From an optimization exercise on the open Yosys and OpenROAD flow, aimed at small area; shortcuts taken in it are not production practice. Only simulation tests tie the RTL to the original design; equivalence was not proved. Power and IR drop assume default switching activity.

==> run M: inputs <==
Design reg_file_sb, start of the top module:
module reg_file_sb #(
  parameter int ADDR_WIDTH = reg_file_pkg::DEF_ADDR_WIDTH,
  parameter int DATA_WIDTH = reg_file_pkg::DEF_DATA_WIDTH,
  parameter int NUM_RD = 2,
  parameter int DBG_REG = 10
) (
  input  logic clk,
  input  logic rst_n,
  input  logic [NUM_RD*ADDR_WIDTH-1:0] rd_addr,
  output logic [NUM_RD*DATA_WIDTH-1:0] rd_data,
  output logic [NUM_RD-1:0] rd_busy,
  output logic stall,
  input  logic iss_valid,
  input  logic [ADDR_WIDTH-1:0] iss_addr,
  input  logic wb_valid,
  input  logic [ADDR_WIDTH-1:0] wb_addr,
  input  logic [DATA_WIDTH-1:0] wb_data,
  output logic [DATA_WIDTH-1:0] dbg_reg,
  output logic sb_err
);
  localparam int NREG = 2**ADDR_WIDTH;
  logic [NREG-1:0][DATA_WIDTH-1:0] mem;
  logic [NREG-1:0] wb_dec, iss_dec, valid, busy, rd_ok;
  always_comb begin
    wb_dec = '0;
    iss_dec = '0;
    for (int r = 1; r < NREG; r++) begin
      wb_dec[r] = wb_valid && wb_addr == ADDR_WIDTH'(r);
      iss_dec[r] = iss_valid && iss_addr == ADDR_WIDTH'(r);
    end
  end
  reg_scoreboard #(.NREG(NREG)) u_sb (
    .clk(clk), .rst_n(rst_n), .iss_dec(iss_dec), .wb_dec(wb_dec), .busy(busy), .sb_err(sb_err)
  );
  ...
==> module reg_scoreboard, before the edit <==
module reg_scoreboard #(
  parameter int NREG = 32
) (
  input  logic clk,
  input  logic rst_n,
  input  logic [NREG-1:0] iss_dec,
  input  logic [NREG-1:0] wb_dec,
  output logic [NREG-1:0] busy,
  output logic sb_err
);
  logic err_now;
  assign err_now = |((iss_dec & busy & ~wb_dec) | (wb_dec & ~busy));
  assign busy[0] = 1'b0;
  for (genvar r = 1; r < NREG; r++) begin : g_b
    logic b;
    always_ff @(posedge clk or negedge rst_n)
      if (!rst_n) b <= 1'b0;
      else b <= iss_dec[r] | (b & ~wb_dec[r]);
    assign busy[r] = b;
  end
  always_ff @(posedge clk or negedge rst_n)
    if (!rst_n) sb_err <= 1'b0;
    else if (err_now) sb_err <= 1'b1;
endmodule
==> module reg_file_sb, before the edit <==
module reg_file_sb #(
  parameter int ADDR_WIDTH = reg_file_pkg::DEF_ADDR_WIDTH,
  parameter int DATA_WIDTH = reg_file_pkg::DEF_DATA_WIDTH,
  parameter int NUM_RD = 2,
  parameter int DBG_REG = 10
) (
  input  logic clk,
  input  logic rst_n,
  input  logic [NUM_RD*ADDR_WIDTH-1:0] rd_addr,
  output logic [NUM_RD*DATA_WIDTH-1:0] rd_data,
  output logic [NUM_RD-1:0] rd_busy,
  output logic stall,
  input  logic iss_valid,
  input  logic [ADDR_WIDTH-1:0] iss_addr,
  input  logic wb_valid,
  input  logic [ADDR_WIDTH-1:0] wb_addr,
  input  logic [DATA_WIDTH-1:0] wb_data,
  output logic [DATA_WIDTH-1:0] dbg_reg,
  output logic sb_err
);
  localparam int NREG = 2**ADDR_WIDTH;
  logic [NREG-1:0][DATA_WIDTH-1:0] mem;
  logic [NREG-1:0] wb_dec, iss_dec, valid, busy, rd_ok;
  always_comb begin
    wb_dec = '0;
    iss_dec = '0;
    for (int r = 1; r < NREG; r++) begin
      wb_dec[r] = wb_valid && wb_addr == ADDR_WIDTH'(r);
      iss_dec[r] = iss_valid && iss_addr == ADDR_WIDTH'(r);
    end
  end
  reg_scoreboard #(.NREG(NREG)) u_sb (
    .clk(clk), .rst_n(rst_n), .iss_dec(iss_dec), .wb_dec(wb_dec), .busy(busy), .sb_err(sb_err)
  );
  assign mem[0] = '0;
  assign valid[0] = 1'b0;
  for (genvar r = 1; r < NREG; r++) begin : g_reg
    logic [DATA_WIDTH-1:0] q;
    logic v;
    if (r == DBG_REG) begin : g_rst
      always_ff @(posedge clk or negedge rst_n)
        if (!rst_n) q <= '0;
        else if (wb_dec[r]) q <= wb_data;
      assign v = 1'b1;
    end else begin : g_nrst
      always_ff @(posedge clk)
        if (wb_dec[r]) q <= wb_data;
      always_ff @(posedge clk or negedge rst_n)
        if (!rst_n) v <= 1'b0;
        else if (wb_dec[r]) v <= 1'b1;
    end
    assign mem[r] = q;
    assign valid[r] = v;
  end
  assign rd_ok = valid & ~wb_dec;
  always_ff @(posedge clk or negedge rst_n)
    if (!rst_n) dbg_reg <= '0;
    else dbg_reg <= mem[DBG_REG];
  for (genvar g = 0; g < NUM_RD; g++) begin : g_rd
    logic [ADDR_WIDTH-1:0] a;
    logic [NREG-1:0] dec, sel;
    logic hit, reiss;
    logic [DATA_WIDTH-1:0] d;
    assign a = rd_addr[g*ADDR_WIDTH +: ADDR_WIDTH];
    always_comb begin
      dec = '0;
      for (int r = 1; r < NREG; r++) dec[r] = a == ADDR_WIDTH'(r);
    end
    assign sel = dec & rd_ok;
    assign hit = |(dec & wb_dec);
    assign reiss = |(dec & iss_dec);
    always_comb begin
      d = {DATA_WIDTH{hit}} & wb_data;
      for (int r = 1; r < NREG; r++) d = d | ({DATA_WIDTH{sel[r]}} & mem[r]);
    end
    assign rd_data[g*DATA_WIDTH +: DATA_WIDTH] = d;
    assign rd_busy[g] = |(dec & busy) && !(hit && !reiss);
  end
  assign stall = |rd_busy;
endmodule
export LEC_CHECK = 0
export CAP_MARGIN = 20
export CORE_MARGIN = 2
export CORE_UTILIZATION = 60
export SLEW_MARGIN = 20
create_clock -name core_clock -period 10.0 [get_ports {clk}]
run.sh (not shown) runs the stock make flow with config.mk's settings and CLKGATE_MAP_FILE= SYNTH_SCRIPT=/design/flow/synth_recipe.tcl, a recipe that flattens the netlist after the stock synthesis.
==> inputs of run Y, as changes to run M <==
--- a/flow/design.v
+++ b/flow/design.v
@@ -12,11 +12,16 @@
   input  logic rst_n,
   input  logic [NREG-1:0] iss_dec,
   input  logic [NREG-1:0] wb_dec,
+  input  logic iss_en,
+  input  logic wb_en,
+  input  logic same,
   output logic [NREG-1:0] busy,
   output logic sb_err
 );
-  logic err_now;
-  assign err_now = |((iss_dec & busy & ~wb_dec) | (wb_dec & ~busy));
+  logic iss_busy, wb_busy, err_now;
+  rf_rdbit #(.N(NREG)) u_ib (.sel(iss_dec), .m(busy), .y(iss_busy));
+  rf_rdbit #(.N(NREG)) u_wb (.sel(wb_dec), .m(busy), .y(wb_busy));
+  assign err_now = (iss_busy && !same) || (wb_en && !wb_busy);
   assign busy[0] = 1'b0;
   for (genvar r = 1; r < NREG; r++) begin : g_b
     logic b;
@@ -52,6 +57,10 @@
   localparam int NREG = 2**ADDR_WIDTH;
   logic [NREG-1:0][DATA_WIDTH-1:0] mem;
   logic [NREG-1:0] wb_dec, iss_dec, valid, busy, rd_ok;
+  logic wb_en, iss_en, same;
+  assign wb_en = wb_valid && wb_addr != '0;
+  assign iss_en = iss_valid && iss_addr != '0;
+  assign same = wb_en && wb_addr == iss_addr;
   always_comb begin
     wb_dec = '0;
     iss_dec = '0;
@@ -61,51 +70,98 @@
     end
   end
   reg_scoreboard #(.NREG(NREG)) u_sb (
-    .clk(clk), .rst_n(rst_n), .iss_dec(iss_dec), .wb_dec(wb_dec), .busy(busy), .sb_err(sb_err)
+    .clk(clk), .rst_n(rst_n), .iss_dec(iss_dec), .wb_dec(wb_dec), .iss_en(iss_en),
+    .wb_en(wb_en), .same(same), .busy(busy), .sb_err(sb_err)
   );
+  logic [DATA_WIDTH-1:0] last_wd, dbg_cur;
+  logic dbg_wr;
+  always_ff @(posedge clk) last_wd <= wb_data;
+  always_ff @(posedge clk or negedge rst_n)
+    if (!rst_n) dbg_wr <= 1'b0;
+    else dbg_wr <= wb_dec[DBG_REG];
+  for (genvar j = 0; j < DATA_WIDTH; j++) begin : g_dbg
+    rf_wsel u_w (.we(dbg_wr), .we_n(~dbg_wr), .wd(last_wd[j]), .q(dbg_reg[j]), .d(dbg_cur[j]));
+  end
+  always_ff @(posedge clk or negedge rst_n)
+    if (!rst_n) dbg_reg <= '0;
+    else dbg_reg <= dbg_cur;
   assign mem[0] = '0;
   assign valid[0] = 1'b0;
   for (genvar r = 1; r < NREG; r++) begin : g_reg
-    logic [DATA_WIDTH-1:0] q;
-    logic v;
-    if (r == DBG_REG) begin : g_rst
-      always_ff @(posedge clk or negedge rst_n)
-        if (!rst_n) q <= '0;
-        else if (wb_dec[r]) q <= wb_data;
-      assign v = 1'b1;
-    end else begin : g_nrst
-      always_ff @(posedge clk)
-        if (wb_dec[r]) q <= wb_data;
+    if (r == DBG_REG) begin : g_dbg
+      assign mem[r] = dbg_cur;
+      assign valid[r] = 1'b1;
+    end else begin : g_st
+      logic [DATA_WIDTH-1:0] q, d;
+      logic v, we_n;
+      assign we_n = ~wb_dec[r];
+      for (genvar j = 0; j < DATA_WIDTH; j++) begin : g_w
+        rf_wsel u_w (.we(wb_dec[r]), .we_n(we_n), .wd(wb_data[j]), .q(q[j]), .d(d[j]));
+      end
+      always_ff @(posedge clk) q <= d;
       always_ff @(posedge clk or negedge rst_n)
         if (!rst_n) v <= 1'b0;
         else if (wb_dec[r]) v <= 1'b1;
+      assign mem[r] = q;
+      assign valid[r] = v;
     end
-    assign mem[r] = q;
-    assign valid[r] = v;
   end
   assign rd_ok = valid & ~wb_dec;
-  always_ff @(posedge clk or negedge rst_n)
-    if (!rst_n) dbg_reg <= '0;
-    else dbg_reg <= mem[DBG_REG];
   for (genvar g = 0; g < NUM_RD; g++) begin : g_rd
     logic [ADDR_WIDTH-1:0] a;
     logic [NREG-1:0] dec, sel;
-    logic hit, reiss;
-    logic [DATA_WIDTH-1:0] d;
+    logic hit, reiss, busy_a;
     assign a = rd_addr[g*ADDR_WIDTH +: ADDR_WIDTH];
     always_comb begin
       dec = '0;
       for (int r = 1; r < NREG; r++) dec[r] = a == ADDR_WIDTH'(r);
     end
-    assign sel = dec & rd_ok;
-    assign hit = |(dec & wb_dec);
-    assign reiss = |(dec & iss_dec);
-    always_comb begin
-      d = {DATA_WIDTH{hit}} & wb_data;
-      for (int r = 1; r < NREG; r++) d = d | ({DATA_WIDTH{sel[r]}} & mem[r]);
+    assign hit = wb_en && wb_addr == a;
+    assign reiss = iss_valid && iss_addr == a;
+    assign sel = {dec[NREG-1:1] & rd_ok[NREG-1:1], hit};
+    for (genvar j = 0; j < DATA_WIDTH; j++) begin : g_b
+      logic [NREG-1:0] m;
+      for (genvar r = 1; r < NREG; r++) begin : g_m
+        assign m[r] = mem[r][j];
+      end
+      assign m[0] = wb_data[j];
+      rf_rdbit #(.N(NREG)) u_rb (.sel(sel), .m(m), .y(rd_data[g*DATA_WIDTH + j]));
     end
-    assign rd_data[g*DATA_WIDTH +: DATA_WIDTH] = d;
-    assign rd_busy[g] = |(dec & busy) && !(hit && !reiss);
+    rf_rdbit #(.N(NREG)) u_bz (.sel(dec), .m(busy), .y(busy_a));
+    assign rd_busy[g] = busy_a && !(hit && !reiss);
   end
   assign stall = |rd_busy;
 endmodule
+module rf_wsel (
+  input  logic we,
+  input  logic we_n,
+  input  logic wd,
+  input  logic q,
+  output logic d
+);
+  assign d = (we & wd) | (we_n & q);
+endmodule
+module rf_rdbit #(
+  parameter int N = 32
+) (
+  input  logic [N-1:0] sel,
+  input  logic [N-1:0] m,
+  output logic y
+);
+  localparam int NG = (N + 2) / 3;
+  logic [3*NG-1:0] s, v;
+  logic [NG-1:0] n;
+  assign s = (3*NG)'(sel);
+  assign v = (3*NG)'(m);
+  for (genvar k = 0; k < NG; k++) begin : g_k
+    rf_aoi3 u_a (.s(s[3*k +: 3]), .v(v[3*k +: 3]), .y_n(n[k]));
+  end
+  assign y = ~&n;
+endmodule
+module rf_aoi3 (
+  input  logic [2:0] s,
+  input  logic [2:0] v,
+  output logic y_n
+);
+  assign y_n = ~|(s & v);
+endmodule
==> flow/flow/run.sh (new file) <==
#!/bin/bash
# Standard ORFS layout with two changes:
#  - clock tree built from clkbuf_4 leaf clusters of up to 8 sinks, without dummy loads
#  - port buffers are buf_1 instead of the default cell
# make's output goes to make.log; each ORFS step keeps its own log under orfs/logs.
set -euo pipefail
export CTS_ARGS="-sink_clustering_enable -repair_clock_nets -dont_use_dummy_load -buf_list sky130_fd_sc_hd__clkbuf_4 -sink_clustering_size 8 -sink_clustering_max_diameter 50"
export BUFFER_PORTS_ARGS="-buffer_cell sky130_fd_sc_hd__buf_1"
bash standard.sh > make.log 2>&1
==> flow/standard.sh (new file) <==
#!/bin/bash
# synth_recipe.tcl (not shown) runs the flow's synth.tcl, then flattens the netlist and writes it again
# the make line also repeats each setting of config.mk as NAME=value (left out here)
make -C /OpenROAD-flow-scripts/flow DESIGN_CONFIG=/design/flow/config.mk WORK_HOME=/design/flow/orfs CLKGATE_MAP_FILE= SYNTH_SCRIPT=/design/flow/synth_recipe.tcl "${@:-finish}"
- CORE_UTILIZATION: 60 -> 45
- SYNTH_HIERARCHICAL: not set -> 1
removed: flow/run.sh
==> inputs of run R, as changes to run M <==
--- a/flow/design.v
+++ b/flow/design.v
@@ -12,11 +12,16 @@
   input  logic rst_n,
   input  logic [NREG-1:0] iss_dec,
   input  logic [NREG-1:0] wb_dec,
+  input  logic iss_en,
+  input  logic wb_en,
+  input  logic same,
   output logic [NREG-1:0] busy,
   output logic sb_err
 );
-  logic err_now;
-  assign err_now = |((iss_dec & busy & ~wb_dec) | (wb_dec & ~busy));
+  logic iss_busy, wb_busy, err_now;
+  rf_rdbit #(.N(NREG)) u_ib (.sel(iss_dec), .m(busy), .y(iss_busy));
+  rf_rdbit #(.N(NREG)) u_wb (.sel(wb_dec), .m(busy), .y(wb_busy));
+  assign err_now = (iss_busy && !same) || (wb_en && !wb_busy);
   assign busy[0] = 1'b0;
   for (genvar r = 1; r < NREG; r++) begin : g_b
     logic b;
@@ -52,6 +57,10 @@
   localparam int NREG = 2**ADDR_WIDTH;
   logic [NREG-1:0][DATA_WIDTH-1:0] mem;
   logic [NREG-1:0] wb_dec, iss_dec, valid, busy, rd_ok;
+  logic wb_en, iss_en, same;
+  assign wb_en = wb_valid && wb_addr != '0;
+  assign iss_en = iss_valid && iss_addr != '0;
+  assign same = wb_en && wb_addr == iss_addr;
   always_comb begin
     wb_dec = '0;
     iss_dec = '0;
@@ -61,51 +70,98 @@
     end
   end
   reg_scoreboard #(.NREG(NREG)) u_sb (
-    .clk(clk), .rst_n(rst_n), .iss_dec(iss_dec), .wb_dec(wb_dec), .busy(busy), .sb_err(sb_err)
+    .clk(clk), .rst_n(rst_n), .iss_dec(iss_dec), .wb_dec(wb_dec), .iss_en(iss_en),
+    .wb_en(wb_en), .same(same), .busy(busy), .sb_err(sb_err)
   );
+  logic [DATA_WIDTH-1:0] last_wd, dbg_cur;
+  logic dbg_wr;
+  always_ff @(posedge clk) last_wd <= wb_data;
+  always_ff @(posedge clk or negedge rst_n)
+    if (!rst_n) dbg_wr <= 1'b0;
+    else dbg_wr <= wb_dec[DBG_REG];
+  for (genvar j = 0; j < DATA_WIDTH; j++) begin : g_dbg
+    rf_wsel u_w (.we(dbg_wr), .we_n(~dbg_wr), .wd(last_wd[j]), .q(dbg_reg[j]), .d(dbg_cur[j]));
+  end
+  always_ff @(posedge clk or negedge rst_n)
+    if (!rst_n) dbg_reg <= '0;
+    else dbg_reg <= dbg_cur;
   assign mem[0] = '0;
   assign valid[0] = 1'b0;
   for (genvar r = 1; r < NREG; r++) begin : g_reg
-    logic [DATA_WIDTH-1:0] q;
-    logic v;
-    if (r == DBG_REG) begin : g_rst
-      always_ff @(posedge clk or negedge rst_n)
-        if (!rst_n) q <= '0;
-        else if (wb_dec[r]) q <= wb_data;
-      assign v = 1'b1;
-    end else begin : g_nrst
-      always_ff @(posedge clk)
-        if (wb_dec[r]) q <= wb_data;
+    if (r == DBG_REG) begin : g_dbg
+      assign mem[r] = dbg_cur;
+      assign valid[r] = 1'b1;
+    end else begin : g_st
+      logic [DATA_WIDTH-1:0] q, d;
+      logic v, we_n;
+      assign we_n = ~wb_dec[r];
+      for (genvar j = 0; j < DATA_WIDTH; j++) begin : g_w
+        rf_wsel u_w (.we(wb_dec[r]), .we_n(we_n), .wd(wb_data[j]), .q(q[j]), .d(d[j]));
+      end
+      always_ff @(posedge clk) q <= d;
       always_ff @(posedge clk or negedge rst_n)
         if (!rst_n) v <= 1'b0;
         else if (wb_dec[r]) v <= 1'b1;
+      assign mem[r] = q;
+      assign valid[r] = v;
     end
-    assign mem[r] = q;
-    assign valid[r] = v;
   end
   assign rd_ok = valid & ~wb_dec;
-  always_ff @(posedge clk or negedge rst_n)
-    if (!rst_n) dbg_reg <= '0;
-    else dbg_reg <= mem[DBG_REG];
   for (genvar g = 0; g < NUM_RD; g++) begin : g_rd
     logic [ADDR_WIDTH-1:0] a;
     logic [NREG-1:0] dec, sel;
-    logic hit, reiss;
-    logic [DATA_WIDTH-1:0] d;
+    logic hit, reiss, busy_a;
     assign a = rd_addr[g*ADDR_WIDTH +: ADDR_WIDTH];
     always_comb begin
       dec = '0;
       for (int r = 1; r < NREG; r++) dec[r] = a == ADDR_WIDTH'(r);
     end
-    assign sel = dec & rd_ok;
-    assign hit = |(dec & wb_dec);
-    assign reiss = |(dec & iss_dec);
-    always_comb begin
-      d = {DATA_WIDTH{hit}} & wb_data;
-      for (int r = 1; r < NREG; r++) d = d | ({DATA_WIDTH{sel[r]}} & mem[r]);
+    assign hit = wb_en && wb_addr == a;
+    assign reiss = iss_valid && iss_addr == a;
+    assign sel = {dec[NREG-1:1] & rd_ok[NREG-1:1], hit};
+    for (genvar j = 0; j < DATA_WIDTH; j++) begin : g_b
+      logic [NREG-1:0] m;
+      for (genvar r = 1; r < NREG; r++) begin : g_m
+        assign m[r] = mem[r][j];
+      end
+      assign m[0] = wb_data[j];
+      rf_rdbit #(.N(NREG)) u_rb (.sel(sel), .m(m), .y(rd_data[g*DATA_WIDTH + j]));
     end
-    assign rd_data[g*DATA_WIDTH +: DATA_WIDTH] = d;
-    assign rd_busy[g] = |(dec & busy) && !(hit && !reiss);
+    rf_rdbit #(.N(NREG)) u_bz (.sel(dec), .m(busy), .y(busy_a));
+    assign rd_busy[g] = busy_a && !(hit && !reiss);
   end
   assign stall = |rd_busy;
 endmodule
+module rf_wsel (
+  input  logic we,
+  input  logic we_n,
+  input  logic wd,
+  input  logic q,
+  output logic d
+);
+  assign d = (we & wd) | (we_n & q);
+endmodule
+module rf_rdbit #(
+  parameter int N = 32
+) (
+  input  logic [N-1:0] sel,
+  input  logic [N-1:0] m,
+  output logic y
+);
+  localparam int NG = (N + 2) / 3;
+  logic [3*NG-1:0] s, v;
+  logic [NG-1:0] n;
+  assign s = (3*NG)'(sel);
+  assign v = (3*NG)'(m);
+  for (genvar k = 0; k < NG; k++) begin : g_k
+    rf_aoi3 u_a (.s(s[3*k +: 3]), .v(v[3*k +: 3]), .y_n(n[k]));
+  end
+  assign y = ~&n;
+endmodule
+module rf_aoi3 (
+  input  logic [2:0] s,
+  input  logic [2:0] v,
+  output logic y_n
+);
+  assign y_n = ~|(s & v);
+endmodule
==> flow/flow/run.sh (new file) <==
#!/bin/bash
# Standard ORFS layout with two changes:
#  - clock tree built from clkbuf_4 leaf clusters of up to 8 sinks, without dummy loads
#  - port buffers are buf_2 instead of the default cell
# make's output goes to make.log; each ORFS step keeps its own log under orfs/logs.
set -euo pipefail
export CTS_ARGS="-sink_clustering_enable -repair_clock_nets -dont_use_dummy_load -buf_list sky130_fd_sc_hd__clkbuf_4 -sink_clustering_size 8 -sink_clustering_max_diameter 50"
export BUFFER_PORTS_ARGS="-buffer_cell sky130_fd_sc_hd__buf_2"
bash standard.sh > make.log 2>&1
==> flow/standard.sh (new file) <==
#!/bin/bash
# synth_recipe.tcl (not shown) runs the flow's synth.tcl, then flattens the netlist and writes it again
# the make line also repeats each setting of config.mk as NAME=value (left out here)
make -C /OpenROAD-flow-scripts/flow DESIGN_CONFIG=/design/flow/config.mk WORK_HOME=/design/flow/orfs CLKGATE_MAP_FILE= SYNTH_SCRIPT=/design/flow/synth_recipe.tcl "${@:-finish}"
- CORE_UTILIZATION: 60 -> 45
- SYNTH_HIERARCHICAL: not set -> 1
removed: flow/run.sh
==> notes.md <==
The lowest clock skew belongs to run M, the highest to run R.
Clock power: run M is higher than run R (82%).
Cell area: run M is higher than run R (about 13%).
Combinational power: run Y is higher than run M (about 60%).
Core utilization, lowest first: run Y, run R, run M.
The lowest via count belongs to run M, the highest to run Y.

==> what the ideal ports hide <==
How much do the figures lean on ideal ports? The routed layouts below were timed once more, with nothing changed but the port constraints. Step 1, drivers: a clkbuf_16 drives clk and a buf_2 each remaining input, both assumed. Step 2 also shifts input and output timing later by t, the mid clock arrival at the registers, as if the neighbouring blocks saw the same clock. a / b / c = ideal ports / drivers / drivers and shift; a / b = the first two.
| run | t, ns | setup slack, ns | worst data-port slew with drivers (ns) | pins driven straight from the clock port |
|---|---|---|---|---|
| run M | 0.768 | 1.117 / 1.095 / 1.095 | 0.21 | 1 |
| run Y | 1.214 | 1.648 / 1.617 / 1.617 | 0.10 | 1 |
| run R | 1.164 | 1.928 / 1.907 / 1.907 | 0.12 | 1 |
After both steps every run listed still meets setup and hold. The setup slack of run Y, which loses most, moves by -0.031 ns with the drivers and by -0.031 ns with both steps.
